What follows belongs to an exercise in optimizing a design on an open flow for a short achievable clock period and few clock cycles; a production flow would make more cautious choices. Function was checked by simulation only, so behaviour that the tests miss may differ from the original. Power figures rest on the tool's default switching activity, not on a simulated workload.

==> design.v <==
package circuit_layout_pkg;
	localparam logic [8:0] CMD_LINE_FILLED = 9'd0;
	localparam logic [8:0] CMD_LINE_DASHED = 9'd1;
	localparam logic [8:0] CMD_SPRITE_V    = 9'd2;
	localparam logic [8:0] CMD_SPRITE_I    = 9'd3;
	localparam logic [8:0] CMD_SPRITE_R    = 9'd4;
	localparam logic [8:0] CMD_DOT         = 9'd5;
endpackage
`timescale 1ns/1ps
module circuit_layout_top (
	input  logic         clk,
	input  logic         rst,
	input  logic         elem_req,
	input  logic [31:0]  elem_rec,
	output logic         elem_ack,
	input  logic         run_req,
	output logic         run_ack,
	output logic         cmd_req,
	output logic [46:0]  cmd,
	input  logic         cmd_ack
);
	localparam int NE = 12;
	localparam int NN = 32;
	logic [4:0] in_a;
	logic [4:0] in_b;
	logic [1:0] in_k;
	assign in_a = elem_rec[31:27];
	assign in_b = elem_rec[26:22];
	assign in_k = elem_rec[21:20];
	logic [NE-1:0] neth;
	logic [NN-1:0] th;
	logic [NN-1:0] deg1;
	logic [NN-1:0] deg2;
	logic [NE-1:0][4:0] tab_a;
	logic [NE-1:0][4:0] tab_b;
	logic [NE-1:0][1:0] tab_k;
	logic [2:0] settle;
	logic settled;
	logic store;
	assign store = elem_req && !elem_ack && !neth[NE-1] && (in_k != 2'd3);
	assign settled = settle[2];
	always_ff @(posedge clk) begin
		if (rst) begin
			elem_ack <= 1'b0;
			neth <= '0;
			th <= '0;
			deg1 <= '0;
			deg2 <= '0;
			settle <= '0;
		end else begin
			elem_ack <= elem_req;
			if (store) begin
				settle <= '0;
			end else if (!settle[2]) begin
				settle <= settle + 3'd1;
			end
			if (store) begin
				neth <= {neth[NE-2:0], 1'b1};
				for (int n = 0; n < NN; n++) begin
					th[n] <= th[n] | (in_a >= 5'(n)) | (in_b >= 5'(n));
					deg1[n] <= deg1[n] | (in_a == 5'(n)) | (in_b == 5'(n));
					deg2[n] <= deg2[n] | ((in_a == 5'(n)) & (in_b == 5'(n)))
						| (deg1[n] & ((in_a == 5'(n)) | (in_b == 5'(n))));
				end
			end
		end
	end
	always_ff @(posedge clk) begin
		for (int i = 0; i < NE; i++) begin
			if (store && !neth[i] && (i == 0 || neth[(i == 0) ? 0 : i - 1])) begin
				tab_a[i] <= in_a;
				tab_b[i] <= in_b;
				tab_k[i] <= in_k;
			end
		end
	end
	logic [NN-1:0] moh;
	logic [NE-1:0] noh;
	assign moh = th & ~{1'b0, th[NN-1:1]};
	assign noh = neth & ~{1'b0, neth[NE-1:1]};
	logic [NN-1:0][8:0] row_c;
	logic [8:0] rp_c;
	logic [9:0] sp_c;
	logic [9:0] sl0_c;
	logic [9:0] dl0_c;
	always_comb begin
		for (int n = 0; n < NN; n++) begin
			row_c[n] = '0;
			for (int m = 0; m < NN; m++) begin
				if (n <= m && moh[m]) begin
					row_c[n] = row_c[n] | 9'(5 + (n + 1) * ((480 - 2 * 5) / (m + 2)));
				end
			end
		end
		rp_c = '0;
		for (int m = 0; m < NN; m++) begin
			if (moh[m]) begin
				rp_c = rp_c | 9'((480 - 2 * 5) / (m + 2));
			end
		end
	end
	always_comb begin
		sp_c = '0;
		sl0_c = '0;
		dl0_c = '0;
		for (int i = 0; i < NE; i++) begin
			if (noh[i]) begin
				sp_c = sp_c | 10'((640 - 2 * 20) / (i + 1));
				sl0_c = sl0_c | 10'(20 + ((640 - 2 * 20) / (i + 1)) / 2 - 44 / 2);
				dl0_c = dl0_c | 10'(20 + ((640 - 2 * 20) / (i + 1)) / 2 - 6 / 2);
			end
		end
	end
	logic [NN-1:0][8:0] row_s;
	logic [8:0] rp;
	logic [9:0] sp;
	logic [9:0] sl0;
	logic [9:0] dl0;
	always_ff @(posedge clk) begin
		row_s <= row_c;
		rp <= rp_c;
		sp <= sp_c;
		sl0 <= sl0_c;
		dl0 <= dl0_c;
	end
	logic [8:0] e0_ra, e0_rb;
	logic [1:0] e0_k;
	logic [8:0] e0_top, e0_h, e0_da, e0_db;
	logic [2:0] e0_sk;
	logic [NE-1:0] eoh;
	logic [NE-1:0] peoh;
	logic [4:0] pn_a_c, pn_b_c;
	logic [1:0] pn_k_c;
	logic [4:0] pn_a, pn_b;
	logic [1:0] pn_k, pn_k2;
	logic [8:0] pn_ra, pn_rb;
	logic [8:0] pn_top, pn_h, pn_da, pn_db;
	logic [2:0] pn_sk;
	assign peoh = {eoh[NE-2:0], 1'b0};
	always_comb begin
		pn_a_c = '0;
		pn_b_c = '0;
		pn_k_c = '0;
		for (int i = 0; i < NE; i++) begin
			if (peoh[i]) begin
				pn_a_c = pn_a_c | tab_a[i];
				pn_b_c = pn_b_c | tab_b[i];
				pn_k_c = pn_k_c | tab_k[i];
			end
		end
	end
	function automatic logic [2:0] sprite_kind(input logic [1:0] k);
		case (k)
			2'd0: sprite_kind = 3'd2;
			2'd1: sprite_kind = 3'd3;
			default: sprite_kind = 3'd4;
		endcase
	endfunction
	always_ff @(posedge clk) begin
		e0_ra <= row_s[tab_a[0]];
		e0_rb <= row_s[tab_b[0]];
		e0_k <= tab_k[0];
		e0_sk <= sprite_kind(e0_k);
		if (e0_ra < e0_rb) begin
			e0_top <= e0_ra;
			e0_h <= e0_rb - e0_ra;
		end else begin
			e0_top <= e0_rb;
			e0_h <= e0_ra - e0_rb;
		end
		e0_da <= e0_ra - 9'(10 / 2);
		e0_db <= e0_rb - 9'(10 / 2);
		pn_a <= pn_a_c;
		pn_b <= pn_b_c;
		pn_k <= pn_k_c;
		pn_ra <= row_s[pn_a];
		pn_rb <= row_s[pn_b];
		pn_k2 <= pn_k;
		pn_sk <= sprite_kind(pn_k2);
		if (pn_ra < pn_rb) begin
			pn_top <= pn_ra;
			pn_h <= pn_rb - pn_ra;
		end else begin
			pn_top <= pn_rb;
			pn_h <= pn_ra - pn_rb;
		end
		pn_da <= pn_ra - 9'(10 / 2);
		pn_db <= pn_rb - 9'(10 / 2);
	end
	logic phase;               
	logic [8:0] y;             
	logic [NN-1:0] fs;         
	logic [NN-1:0] ts;         
	logic [1:0] sub;           
	logic [2:0] d_sk;
	logic [8:0] d_top, d_h, d_da, d_db;
	logic [9:0] d_sl, d_dl;
	logic started;
	logic done;
	logic cmd_valid;
	logic cmd_last;
	logic has;
	logic issue;
	logic adv;
	logic last_e;
	logic track;
	assign has = neth[0];
	assign issue = !cmd_req && !cmd_ack && run_req && !run_ack && !done && has && cmd_valid;
	assign adv = (cmd_req && cmd_ack) || !cmd_valid;
	assign last_e = !(|(peoh & neth));
	assign track = !started || !phase || (eoh[0] && sub == 2'd0);
	always_ff @(posedge clk) begin
		if (rst) begin
			cmd_req <= 1'b0;
			run_ack <= 1'b0;
			started <= 1'b0;
			done <= 1'b0;
			cmd_valid <= 1'b0;
		end else begin
			cmd_req <= cmd_req ? !cmd_ack : issue;
			if (issue) begin
				started <= 1'b1;
				if (cmd_last) begin
					done <= 1'b1;
				end
			end
			if (run_ack) begin
				if (!run_req) begin
					run_ack <= 1'b0;
				end
			end else if (run_req && !cmd_req && !cmd_ack && (done || !has)) begin
				run_ack <= 1'b1;
				done <= 1'b0;
				started <= 1'b0;
			end
			if (!started) begin
				cmd_valid <= 1'b1;
			end else if (adv && !cmd_last && phase && !settled) begin
				cmd_valid <= 1'b0;
			end else if (adv && !cmd_last) begin
				cmd_valid <= 1'b1;
			end
		end
	end
	always_ff @(posedge clk) begin
		if (!started) begin
			cmd <= {(deg2[0] ? circuit_layout_pkg::CMD_LINE_FILLED : circuit_layout_pkg::CMD_LINE_DASHED),
				9'd1, 10'((640 - 2 * 20)), row_c[0], 10'(20)};
			cmd_last <= 1'b0;
			phase <= !th[1];
			y <= row_s[1];
			fs <= deg2 >> 1;
			ts <= th >> 2;
			eoh <= NE'(1);
			sub <= 2'd0;
		end else if (adv && !cmd_last) begin
			if (!phase) begin
				cmd <= {(fs[0] ? circuit_layout_pkg::CMD_LINE_FILLED : circuit_layout_pkg::CMD_LINE_DASHED),
					9'd1, 10'((640 - 2 * 20)), y, 10'(20)};
				cmd_last <= 1'b0;
				y <= y + rp;
				fs <= fs >> 1;
				ts <= ts >> 1;
				if (!ts[0]) begin
					phase <= 1'b1;
				end
			end else if (settled) begin
				case (sub)
					2'd0: cmd <= {9'(d_sk), d_h, 10'(44), d_top, d_sl};
					2'd1: cmd <= {circuit_layout_pkg::CMD_DOT, 9'(10), 10'(6), d_da, d_dl};
					default: cmd <= {circuit_layout_pkg::CMD_DOT, 9'(10), 10'(6), d_db, d_dl};
				endcase
				cmd_last <= (sub == 2'd2) && last_e;
				if (sub == 2'd2) begin
					sub <= 2'd0;
					eoh <= peoh;
				end else begin
					sub <= sub + 2'd1;
				end
			end
		end
	end
	always_ff @(posedge clk) begin
		if (track) begin
			d_sk <= e0_sk;
			d_top <= e0_top;
			d_h <= e0_h;
			d_da <= e0_da;
			d_db <= e0_db;
			d_sl <= sl0;
			d_dl <= dl0;
		end else if (adv && !cmd_last && phase && settled && sub == 2'd2) begin
			d_sk <= pn_sk;
			d_top <= pn_top;
			d_h <= pn_h;
			d_da <= pn_da;
			d_db <= pn_db;
			d_sl <= d_sl + sp;
			d_dl <= d_dl + sp;
		end
	end
endmodule
==> run.sh <==
#!/bin/bash
# synth_recipe.tcl (not shown) runs the flow's synth.tcl, then flattens the netlist and writes it again
# the make line also repeats each setting of config.mk as NAME=value (left out here)
make -C /OpenROAD-flow-scripts/flow DESIGN_CONFIG=/design/flow/config.mk WORK_HOME=/design/flow/orfs CLKGATE_MAP_FILE= SYNTH_SCRIPT=/design/flow/synth_recipe.tcl finish
==> config.mk <==
export PLATFORM = sky130hd
export DESIGN_NAME = circuit_layout_top
export DESIGN_NICKNAME = circuit_layout_top
export VERILOG_FILES = /design/flow/design.v
export SDC_FILE = /design/flow/constraint.sdc
export NUM_CORES = 4
export LEC_CHECK = 0
export ABC_CLOCK_PERIOD_IN_PS = 2000
export CAP_MARGIN = 20
export CORE_MARGIN = 2
export CORE_UTILIZATION = 50
export SETUP_SLACK_MARGIN = 3.0
export SLEW_MARGIN = 20
export TNS_END_PERCENT = 100
==> constraint.sdc <==
create_clock -name core_clock -period 5.0 [get_ports {clk}]
set_input_delay 1.0000 -clock core_clock [delete_from_list [all_inputs] [get_ports {clk}]]
set_output_delay 1.0000 -clock core_clock [all_outputs]
set_load 0.01 [all_outputs]
==> run summary, run 1 <==
GPL Wtd Cong 1.004; Syn. warnings 1; Hold Path Depth 0; post-synth top area cell dfxtp_1; Multi-input gate area 21460 um2; Overflow after GRT 0; Max clock buf depth 3; Final Setup Violations 0; top sig layer met5; Met3 Wirelength 21260 um; antenna violations before repair 17; Initial Util 50.39%; Worst Skew 0.04994 ns; Avg Cell Area, Syn 10.68 um2; placed cell count 4682; global-route wire length before repair 230200 um; ranking of synthesized cells by area dfxtp_1 (27%), edfxtp_1 (22%), mux4_2 (12%); Synth Instances 3722; max-slew violations 0; Pwr Density 403.0 nW/um2; Vias/cell 6.605; RSZ-0062 raised after global routing yes; share of layout cells above drive strength 1 36.44%; sequential element share of the synthesized area 48.46%; wl on met1 60420 um; vias after detailed routing 34434; Crit Path Max Fanout 7; area delta synth->final 30.03%; final hold vios 0; DIE AREA 81760 um2; TNS Setup 0 ns; clk sinks 819; Die Y 285.9 um; Seq cells post-synth 819; Design Area, Final 51680 um2; crit end category register; crit path kind register to register; crit share post-route 46.29%; Cell Area, Synth 39740 um2; drt wl/cell 31.36 um; DR pass1 iterations 8; io pins 87; Startpoint Class register; number of nets in the layout 4195; Max-slew headroom 23.22%; Max Cap Viol 0; Fillers 6066; largest net degree at the start of global routing 88; ys async rst share 0%; number of CTS-inserted buffers 88; Reg2Reg Setup Slack 2.69 ns; worst min-delay path category register to register; IO buf count 57; Die W 285.9 um; final std cells w/o fill 5213; CTS Hold Bufs 0; antenna viol nets, final 0; DR iter-0 viols 4203; Final Critical Period 2.315 ns; FP Rows 103; Max VDD drop 0.3778 mV; status complete, no violations; Post-synth EDFFs 286; core area 78870 um2; TritonCTS clock tree yes; DRC 0; Main synth FF type dfxtp_1; clk slew on worst S/H paths 0.06 ns; FMAX 432.0 MHz; leakage power 20.15 nW; latest clock arrival within the worst-skew pair 0.67 ns; Root Driver clkbuf_16; H-tree depth 3; Data arrival, critical path 2.84 ns; GRT Util Overall 39.02%; vias in the first global route 33014; Detailed Place HPWL 106100 um; actual slew at the worst max-slew pin 1.150 ns; Worst Path Required 5.53 ns; FF/Latch Area 19470 um2; post-layout util 65.52%; top-area cell type share of the netlist area 26.85%; Post-Place Cell Area 41730 um2; Synth cell types 82; reg2reg path depth 5; metal2 WL 70610 um; wirelength, routed 163500 um; Design Power 20.82 mW
==> through the flow <==
stage | hold slack (ns) | setup WS, ns
floorplan | 0.3096 | 2.124
global placement | 0.3140 | 1.134
detailed placement | 0.3269 | 1.094
CTS | 0.3404 | 2.747
global route | 0.3459 | 2.704
finish | 0.3396 | 2.685
==> kinds of logic after synthesis <==
kind of cell | after synthesis | share of synthesized area, %
other | 1 | 0.009436
AO/OA/AOI/OAI | 706 | 11.28
flip-flops | 819 | 48.46
AND/OR/NAND/NOR | 1234 | 14.32
adder cells (fa/ha/maj) | 77 | 2.525
buffers and inverters | 400 | 4.373
multiplexers | 424 | 17.69
XOR/XNOR | 61 | 1.344
==> registers in the layout, summed over array words and instances, names as in the netlist, 30 cells and up <==
register and flops:
row_s 220, tab_a 60, tab_b 60, cmd 36
deg1 32, deg2 32, th 32, fs 31
ts 30
==> Yosys cell counts (all sizes together) (22+ instances only) <==
cell,number
dfxtp,533
nand2,456
nor2,318
edfxtp,286
a21oi,237
mux4,213
o21ai,163
inv,149
clkbuf,133
buf,116
mux2i,114
nand3,110
mux2,97
nand2b,68
ha,65
nand4,58
nor3,57
nor2b,50
xnor2,44
a21o,37
a221oi,36
a22o,35
a31oi,24
and2,22
o22ai,22
==> report_power, final <==
group | internal, mW | switching [mW] | total (mW) | leakage (nW)
combinational | 2.26 | 2.81 | 5.07 | 11.3
sequential | 7.81 | 0.787 | 8.60 | 7.33
clock | 4.27 | 2.89 | 7.16 | 1.55
==> layout make-up <==
type | instances | area share [%]
antenna | 3 | 0.01453
clock buffer | 113 | 4.779
clock inverter | 51 | 1.482
inverter | 151 | 1.198
multi-input combinational | 2522 | 41.53
sequential | 819 | 37.67
tap | 1050 | 2.542
timing repair buffer | 504 | 10.79
==> worst max-delay path, stage by stage (launching register included) <==
cell,delay (ns)
dfxtp_4,0.42
buf_12,0.16
buf_16,0.15
mux4_2,0.55
mux4_2,0.58
mux2_4,0.30
==> metal layers <==
layer,vias to the layer above,GRT usage [%]
met5,-,0
met3,664,13.21
met2,2488,58.85
met4,14,20.63
li1,14447,-
met1,16821,49.75
==> path summary, 6_finish.rpt <==
| check | startpoint | to |
|---|---|---|
| setup reg to reg | pn_a[0] | pn_ra[4] |
| setup / recovery | pn_a[0] | pn_ra[4] |
| hold reg to reg | tab_k[0] | e0_k[0] |
| hold / removal | tab_k[0] | e0_k[0] |
==> what timing repair did <==
action | 4_1_cts | 5_1_grt
gates cloned | 32 | 4
setup buffers | 245 | 83
resized for setup | 751 | 301
endpoints found under the setup margin | 767 | 331
pin swaps | 88 | 95
==> cell usage in the layout (no fill, tap or decap), types with 84 or more instances in the layout <==
master	synthesis	routed
buf_4	39	289
a21oi_1	237	191
nand2_1	456	417
edfxtp_1	286	286
mux4_2	213	213
clkbuf_16	0	95
buf_6	3	84
nand3_1	110	97
dfxtp_1	533	439
inv_1	145	117
mux2i_1	114	101
mux2_2	97	86
o21ai_0	158	113
nor2_1	314	254
Testbench counts, summed over its fixed seeds: cycles 13,844.
==> run 2, diff against run 1 <==
==> config.mk (replaced) <==
export PLATFORM = sky130hd
export DESIGN_NAME = circuit_layout_top
export DESIGN_NICKNAME = circuit_layout_top
export VERILOG_FILES = /design/flow/design.v
export SDC_FILE = /design/flow/constraint.sdc
export NUM_CORES = 4
export LEC_CHECK = 0
export CAP_MARGIN = 20
export CORE_MARGIN = 2
export CORE_UTILIZATION = 40
export SLEW_MARGIN = 20
==> run 2 against run 1 <==
Against the previous run:
- clock power shrank 6.3%
- routed wire length shrank 16%
- cell area fell by 14%
- still clean
==> run summary, run 2 <==
slowest stage delay, CP 0.67 ns (+0.09 ns); Die Y 319.2 um (+12%); DIE AREA 101900 um2 (+25%); DRC 0 (unchanged); Design Power 18.98 mW (-8.9%); share of layout cells above drive strength 1 15.91% (-21 points); clk slew on worst S/H paths 0.06 ns (about the same); worst min-delay path category register to register; Max VDD drop 0.2710 mV (-28%); area delta synth->final 12.19%; Max Cap Viol 0 (unchanged); Avg Cell Area, Syn 10.68 um2 (unchanged); most common cell after layout, fill and taps aside dfxtp_1; Synth cell types 82 (unchanged); post-synth top area cell dfxtp_1; drt wl/cell 27.09 um (-14%); critical path's slowest cell o32ai_1; Die W 319.2 um (+12%); number of nets in the layout 3830 (-8.7%); GRT Util Overall 26.66% (-12 points); Seq cells post-synth 819 (unchanged); Post-synth top cells dfxtp_1 (533), nand2_1 (456), nor2_1 (314); Syn. warnings 1 (unchanged); Max clock buf depth 3 (unchanged); Fin Hold WS 0.3261 ns (-0.01347 ns); TNS Setup 0 ns (unchanged); global-route wire length before repair 201200 um (-13%); number of CTS-inserted buffers 88 (unchanged); Main synth FF type dfxtp_1; H-tree depth 3 (unchanged); Vias/cell 6.041 (-8.5%); Worst Skew 0.03585 ns (-0.01409 ns); FP Rows 115 (+12%); Root Driver clkbuf_16; worst setup margin 1.599 ns (-1.086 ns); leakage power 17.10 nW (-15%); biggest regs row_s x220, tab_a x60, tab_b x60; IO buf count 57 (unchanged); vias after detailed routing 30712 (-11%); Max-slew headroom 22.70% (-0.52 points); GPL Wtd Cong 1.008 (+0.35%); Initial Util 40.38% (-10 points); Final Setup Violations 0 (unchanged); postcts setup bufs 0 (-100%); top-area cell type share of the netlist area 26.85% (unchanged); antenna violations before repair 7 (-10); most frequent cells in the layout dfxtp_1 (528), nand2_1 (456), nor2_1 (312); crit-path cells nand2b_1, nand2_1, o32ai_1, nor2b_1, nand4_1, o2bb2ai_1; max-slew violations 0 (unchanged); DR iter-0 viols 3879 (-7.7%); crit path kind register to register; Resized cells post-CTS 0 (-100%); Fillers 9198 (+52%); actual slew at the worst max-slew pin 1.152 ns (+0.001621 ns); Overflow after GRT 0 (unchanged); largest net degree at the start of global routing 83 (-5.7%); DR pass1 iterations 6 (-2); Detailed Place HPWL 100300 um (-5.5%); FMAX 294.0 MHz (-32%); crit share post-route 68.02% (+22 points); Startpoint Class register; FF/Latch Area 19280 um2 (-0.97%); Worst Path Required 5.40 ns (-0.13 ns); vias in the first global route 29177 (-12%); io pins 87 (unchanged); latest clock arrival within the worst-skew pair 0.67 ns (about the same); DP Worst Slack 1.186 ns (+0.09173 ns); Biggest register row_s; crit end category register; Data arrival, critical path 3.80 ns (+0.96 ns); clk sinks 819 (unchanged); CTS Hold Bufs 0 (unchanged); wirelength, routed 137700 um (-16%); core area 98420 um2 (+25%); ys async rst share 0% (unchanged); Final Critical Period 3.401 ns (+1.086 ns); Cell Area, Synth 39740 um2 (unchanged); Post-synth EDFFs 286 (unchanged); count leader, synth dfxtp_1; TritonCTS clock tree yes; Crit Path Max Fanout 9 (+2); status complete, no violations; Pwr Density 425.7 nW/um2 (+5.6%); sequential element share of the synthesized area 48.46% (unchanged); final hold vios 0 (unchanged); flip-flop count of the largest register, all copies and words added 220 (unchanged); Multi-input gate area 18820 um2 (-12%); ranking of synthesized cells by area dfxtp_1 (27%), edfxtp_1 (22%), mux4_2 (12%); Synth Instances 3722 (unchanged); RSZ-0062 raised after global routing no; antenna viol nets, final 0 (unchanged)
==> run 2: cell count changes in the layout (fill, tap and decap cells not counted), moves of 55 or more <==
cell             before  now
dfxtp_1             439  528
buf_4               289   89
dfxtp_2              58    0
buf_6                84    0
nor2_1              254  312
clkdlybuf4s50_1       1   56
==> run 2: cell families (layout without fill, tap and decap cells) <==
group / Yosys count / in the layout / share of synthesized area [%]
simple gates: 1234 / 1234 / 14.32
flops: 819 / 819 / 48.46
compound gates: 706 / 706 / 11.28
mux: 424 / 424 / 17.69
buf+inv: 400 / 466 / 4.373
fa+ha+maj: 77 / 77 / 2.525
xor+xnor: 61 / 61 / 1.344
other cells: 1 / 10 / 0.009436
==> run 2: area by class of cell <==
type                    count  share of cell area [%]
diodes                      1                0.005613
inverters                 151                   1.271
multi-input cells        2511                   42.21
clock inverters            54                   1.384
repair buffers            150                   2.980
flip-flops and latches    819                   43.24
well taps                1287                   3.612
clock buffers             111                   5.304
==> run 2: report_power, final <==
| part | switching [mW] | internal (mW) | total (mW) |
|---|---|---|---|
| combinational | 2.19 | 1.53 | 3.72 |
| clock | 2.81 | 3.91 | 6.71 |
| sequential | 0.745 | 7.80 | 8.55 |
| total | 5.74 | 13.2 | 19.0 |
==> run 2: worst paths after layout <==
check             end  cells past startpoint  slack, ns  startpoint
max           cmd[13]                      6       1.60      th[19]
min          pn_k2[0]                      0       0.33     pn_k[0]
max reg2reg   cmd[13]                      6       1.60      th[19]
min reg2reg  pn_k2[0]                      0       0.33     pn_k[0]
==> run 2: critical path: cells and delay by family, from the launching register on <==
kind             cells  cell delay [ns]
AO/OA/AOI/OAI        2             0.93
flip-flops           1             0.49
AND/OR/NAND/NOR      4             1.71
==> run 2: metrics by stage <==
step,util (%),std cells,area (um2)
after floorplan,-,3730,39770
after global placement,42.26,4918,41590
after detailed placement,42.26,4918,41590
after CTS,45.29,5083,44570
after global routing,45.30,5084,44590
final,45.30,5084,44590
==> run 2: routing by layer <==
metal	part of all wire [%]	track usage [%]	vias to the layer above	wire length, um
met5	0.046	0	-	63
met4	5.5	13.12	8	7582
met3	10	6.217	401	13920
met2	44	40.83	1764	61170
met1	40	35.46	14937	55000
li1	-	-	13602	-

## separate check: timing with driven ports
The results above use ideal ports. As a check the final layouts listed here were re-extracted and re-timed, cells and wires unchanged.
Step 1, drivers: a clkbuf_16 drives clk and a buf_2 each remaining input, both assumed.
Step 2 also shifts input and output timing later by t, the mid clock arrival at the registers, as if the neighbouring blocks saw the same clock.
a / b / c = no drivers / after step 1 / after step 2; a / b = the first two.
| run | t, ns | setup slack, ns | worst setup path after step 2 | worst register clock-pin slew, ns |
|---|---|---|---|---|
| run 1 | 0.715 | 2.685 / 2.685 / 2.383 | input to register | 0.08 / 0.08 |
| run 2 | 0.730 | 1.599 / 1.599 / 1.203 | input to register | 0.07 / 0.07 |
After both steps every run listed still meets setup and hold. For run 2, which loses most, drivers alone change the setup slack by 0.000 ns; drivers and shift together by -0.396 ns.
